This design comes from an exercise in tuning for small area, a short achievable clock period and few clock cycles per item on the open sky130 flow, not from production work.
RTL that was checked went through simulation tests only; none was proved equivalent to the original.

== run M ==
==> flow/design.v (excerpt) <==
module radix_string_to_integer_unit (
    input  logic                              i_clk,
    input  logic                              i_rst_n,
    input  logic                              i_valid,
    output logic                              o_ready,
    input  logic [7:0]                        i_ch,
    input  logic                              i_first,
    output logic                              o_valid,
    input  logic                              i_ready,
    output logic signed [rsti_pkg::VAL_W-1:0] o_value,
    input  logic                              i_cfg_we,
    input  logic [1:0]                        i_cfg_idx,
    input  logic [rsti_pkg::VAL_W-1:0]        i_cfg_data
);
    logic [4:0]                  r_radix;
    logic [rsti_pkg::CNT_W-1:0]  r_digit_count;
    logic [rsti_pkg::VAL_W-1:0]  r_digits_low;
    logic [rsti_pkg::VAL_W-1:0]  r_digits_high;
    logic                        w_qvalid;
    rsti_pkg::t_tok              w_qtok;
    logic                        w_qpop;
    always_ff @(posedge i_clk) begin
        if (!i_rst_n) begin
            r_radix       <= rsti_pkg::RST_RADIX;
            r_digit_count <= rsti_pkg::RST_DIGIT_COUNT;
            r_digits_low  <= rsti_pkg::RST_DIGITS_LOW;
            r_digits_high <= rsti_pkg::RST_DIGITS_HIGH;
        end else if (i_cfg_we) begin
            case (i_cfg_idx)
                rsti_pkg::REG_RADIX:       r_radix       <= i_cfg_data[4:0];
                rsti_pkg::REG_DIGIT_COUNT: r_digit_count <= i_cfg_data[4:0];
                rsti_pkg::REG_DIGITS_LOW:  r_digits_low  <= i_cfg_data;
                rsti_pkg::REG_DIGITS_HIGH: r_digits_high <= i_cfg_data;
                default: begin
                end
            endcase
        end
  ...
clock: 6.5 ns
lec_check: 0
cap_margin: 20
core_margin: 2
core_utilization: 40
place_density: 0.6
setup_slack_margin: 3.5
slew_margin: 20
run.sh (not shown) runs the stock make flow with config.mk's settings and CLKGATE_MAP_FILE= SYNTH_SCRIPT=/design/flow/synth_recipe.tcl, a recipe that flattens the netlist after the stock synthesis.
Run M completed every stage of the flow, and the final layout passed the timing, DRC and antenna checks.
Testbench counts of run M, summed over its fixed seeds: cycles 18,815, items 18,783.
--- input diff run M..run A ---
Settings: a change of SETUP_SLACK_MARGIN from 3.5 to 2.5.
Results
Run A: final hold slack 0.012 ns below run M
On run A: area growth from synthesis to layout is 4.8 points lower than what run M gave.
Run A vs. run M: core occupancy in the finished layout dropped 1.9 points.
Delta (run A minus run M): overall global routing resource usage now smaller, post-cts gate resize count now smaller, period utilization now smaller, global-route track usage on met3 now larger, cell area after layout now smaller.


== oak ==
Another version of the RTL of radix_string_to_integer_unit (not shown whole).
For scale: roughly 220 flip-flops, ~150 I/O pins, ~0.021 sq mm of cells after synthesis.
Settings: LEC_CHECK=0, CAP_MARGIN=20, CORE_MARGIN=2, CORE_UTILIZATION=40, PLACE_DENSITY=0.6, SETUP_SLACK_MARGIN=2.5, SLEW_MARGIN=20; clock period 6.5 ns.
oak completed every stage of the flow, and the final layout passed the timing, DRC and antenna checks.
--- input diff oak..pine ---
Settings: swapping 2.5 for 3.5 in SETUP_SLACK_MARGIN.
Findings:
Every stage of the flow completed for pine, and the final layout passed the timing, DRC and antenna checks.
Looking at area growth from synthesis to final layout across oak and pine, the one that comes out lower is oak.
Between oak and pine, final clock period utilization by the worst path increased.
pine gives less number of search-and-repair iterations in the first detailed-routing pass than oak did.
Comparing oak against pine, there is no change at all in number of antenna repair diodes.
No run of this note included a check of the RTL's function; only the layout flow was run.


Setup of JK:
Another version of the RTL of radix_string_to_integer_unit (not shown whole).
Size: roughly 2,600 cells after synthesis, roughly 240 flip-flops, roughly 0.019 mm2 of cells after synthesis.
## radix_string_to_integer_unit
module radix_string_to_integer_unit (
    input  logic                              i_clk,
    input  logic                              i_rst_n,
    input  logic                              i_valid,
    output logic                              o_ready,
    input  logic [7:0]                        i_ch,
    input  logic                              i_first,
    output logic                              o_valid,
    input  logic                              i_ready,
    output logic signed [rsti_pkg::VAL_W-1:0] o_value,
    input  logic                              i_cfg_we,
    input  logic [1:0]                        i_cfg_idx,
    input  logic [rsti_pkg::VAL_W-1:0]        i_cfg_data
);
export LEC_CHECK = 0
export ABC_AREA = 1
export CAP_MARGIN = 20
export CORE_MARGIN = 2
export CORE_UTILIZATION = 60
export PLACE_DENSITY = 0.75
export SETUP_SLACK_MARGIN = 2.5
export SLEW_MARGIN = 20
create_clock -name core_clock -period 6.5 [get_ports {i_clk}]
standard.sh (not shown) runs the stock make flow with config.mk's settings and CLKGATE_MAP_FILE= SYNTH_SCRIPT=/design/flow/synth_recipe.tcl, a recipe that flattens the netlist after the stock synthesis.
==> flow/flow/run.sh <==
#!/bin/bash
# Own flow: the standard layout (standard.sh, unchanged synthesis), with
# two changes: every input and output port still gets its own buffer, but a
# plain sky130_fd_sc_hd__buf_1 rather than the delay cell buffer_ports picks
# by itself; and clock tree synthesis adds no dummy loads. standard.sh's
# output goes to standard.log; each ORFS step keeps its own log under
# orfs/logs/.
set -euo pipefail
bash standard.sh "BUFFER_PORTS_ARGS=-buffer_cell sky130_fd_sc_hd__buf_1" \
  "CTS_ARGS=-sink_clustering_enable -repair_clock_nets -dont_use_dummy_load -sink_clustering_buffer sky130_fd_sc_hd__clkbuf_4" \
  finish > standard.log 2>&1
Testbench counts of JK, summed over its fixed seeds: cycles 18,815, items 18,783.
#### Input delta (MS over JK)
# JK
export LEC_CHECK = 0
export ABC_AREA = 1
export CAP_MARGIN = 20
export CORE_MARGIN = 2
export CORE_UTILIZATION = 60
export PLACE_DENSITY = 0.75
export SETUP_SLACK_MARGIN = 2.5
export SLEW_MARGIN = 20
create_clock -name core_clock -period 6.5 [get_ports {i_clk}]
# MS
export LEC_CHECK = 0
export ABC_AREA = 1
export CAP_MARGIN = 20
export CORE_MARGIN = 2
export CORE_UTILIZATION = 55
export PLACE_DENSITY = 0.7
export SETUP_SLACK_MARGIN = 2.5
export SLEW_MARGIN = 20
create_clock -name core_clock -period 6.5 [get_ports {i_clk}]
--- a/flow/flow/run.sh
+++ b/flow/flow/run.sh
@@ -10 +10 @@
-  "CTS_ARGS=-sink_clustering_enable -repair_clock_nets -dont_use_dummy_load -sink_clustering_buffer sky130_fd_sc_hd__clkbuf_4" \
+  "CTS_ARGS=-sink_clustering_enable -repair_clock_nets -dont_use_dummy_load -sink_clustering_size 25 -sink_clustering_max_diameter 70" \
==> notes.md <==
- Utilization JK -> MS: down
- met5 as the top layer used by detailed routing was reported by MS, and met4 by JK.
- The number of max-slew violations in the final report was comparable across JK and MS.
- Diff JK -> MS | post-route cell area | decrease of 0.95%
- MS went all the way through synthesis, placement and routing and the layout is clean on timing, DRC and antenna.
- Changes observed in MS relative to JK: buffer count excluding the clock tree in the final layout fell 8; data arrival at the endpoint of the critical path fell 150 ps.
- Reported for JK and MS, post-synthesis net count turned out identical to the last digit.
### MS -> AL
# MS
export LEC_CHECK = 0
export ABC_AREA = 1
export CAP_MARGIN = 20
export CORE_MARGIN = 2
export CORE_UTILIZATION = 55
export PLACE_DENSITY = 0.7
export SETUP_SLACK_MARGIN = 2.5
export SLEW_MARGIN = 20
create_clock -name core_clock -period 6.5 [get_ports {i_clk}]
# AL
export LEC_CHECK = 0
export CAP_MARGIN = 20
export CORE_MARGIN = 2
export CORE_UTILIZATION = 60
export PLACE_DENSITY = 0.75
export SETUP_SLACK_MARGIN = 2.4
export SLEW_MARGIN = 20
create_clock -name core_clock -period 6.5 [get_ports {i_clk}]
==> flow/flow/run.sh <==
#!/bin/bash
# Own flow: the standard layout (standard.sh, unchanged synthesis), with
# one change: every input and output port still gets its own buffer, but a
# plain sky130_fd_sc_hd__buf_1 rather than the delay cell buffer_ports picks
# by itself. standard.sh's output goes to standard.log; each ORFS step keeps
# its own log under orfs/logs/.
set -euo pipefail
bash standard.sh "BUFFER_PORTS_ARGS=-buffer_cell sky130_fd_sc_hd__buf_1" finish > standard.log 2>&1
- Relative to MS, cell count has decreased by 8.3% in AL.
- Looking at critical path depth across AL and MS, the one that comes out higher is MS.
- Count of different cell masters after synthesis grows by more than 10% when moving from MS to AL.
- AL ends up with a global-route wire length before repair that is 2800 um lower than in MS.
- Standard cell area after detailed placement: AL and MS compared, higher one is AL
- AL ran to completion and came out clean on the timing, DRC and antenna checks.
### AL -> TR
# AL
export LEC_CHECK = 0
export CAP_MARGIN = 20
export CORE_MARGIN = 2
export CORE_UTILIZATION = 60
export PLACE_DENSITY = 0.75
export SETUP_SLACK_MARGIN = 2.4
export SLEW_MARGIN = 20
create_clock -name core_clock -period 6.5 [get_ports {i_clk}]
# TR
export LEC_CHECK = 0
export ABC_AREA = 1
export CAP_MARGIN = 20
export CORE_MARGIN = 2
export CORE_UTILIZATION = 60
export PLACE_DENSITY = 0.75
export SETUP_SLACK_MARGIN = 2.4
export SLEW_MARGIN = 20
create_clock -name core_clock -period 6.5 [get_ports {i_clk}]
==> flow/flow/run.sh <==
#!/bin/bash
# Own flow: the standard layout (standard.sh, unchanged synthesis), with
# two changes: every input and output port still gets its own buffer, but a
# plain sky130_fd_sc_hd__buf_1 rather than the delay cell buffer_ports picks
# by itself; and clock tree synthesis adds no dummy loads. standard.sh's
# output goes to standard.log; each ORFS step keeps its own log under
# orfs/logs/.
set -euo pipefail
bash standard.sh "BUFFER_PORTS_ARGS=-buffer_cell sky130_fd_sc_hd__buf_1" \
  "CTS_ARGS=-sink_clustering_enable -repair_clock_nets -dont_use_dummy_load" \
  finish > standard.log 2>&1
Results
Diff TR and AL: final cell count higher in TR
Measured against AL, the synthesized area divided by synthesized cell count of TR comes out at 0.897 times the reference value.
Summary of TR over AL: overall track demand over capacity in global routing went up; post-CTS setup-driven buffer insertion count went down; flip-flop and latch area did not really move.

-- re-timing with driven ports --
No port has a modelled driver above. Below, the same layouts with a new extraction and two added sets of constraints. Step 1 assumes that a clkbuf_16 drives the clock port and a buf_2 every other input. Step 2, shift: input delay + t, output delay - t, t = (earliest + latest rising clock arrival at the registers) / 2. This alone moves slack from input paths to output paths. Three values: ideal ports, drivers, drivers and shift; two values: the first two.
run	shift t [ns]	slack for setup (ns)	pins driven straight from the clock port
run M	0.615	1.954 / 1.954 / 1.954	1
run A	0.616	1.985 / 1.985 / 1.985	1
oak	0.639	1.415 / 1.415 / 1.415	1
pine	0.628	1.401 / 1.401 / 1.401	1
JK	0.571	2.493 / 2.493 / 2.481	1
MS	0.585	2.638 / 2.638 / 2.305	1
AL	0.639	2.289 / 2.289 / 2.253	1
TR	0.603	2.506 / 2.506 / 2.477	1
After both steps every run listed still meets setup and hold. The setup slack of MS, which loses most, moves by 0.000 ns with the drivers and by -0.333 ns with both steps.
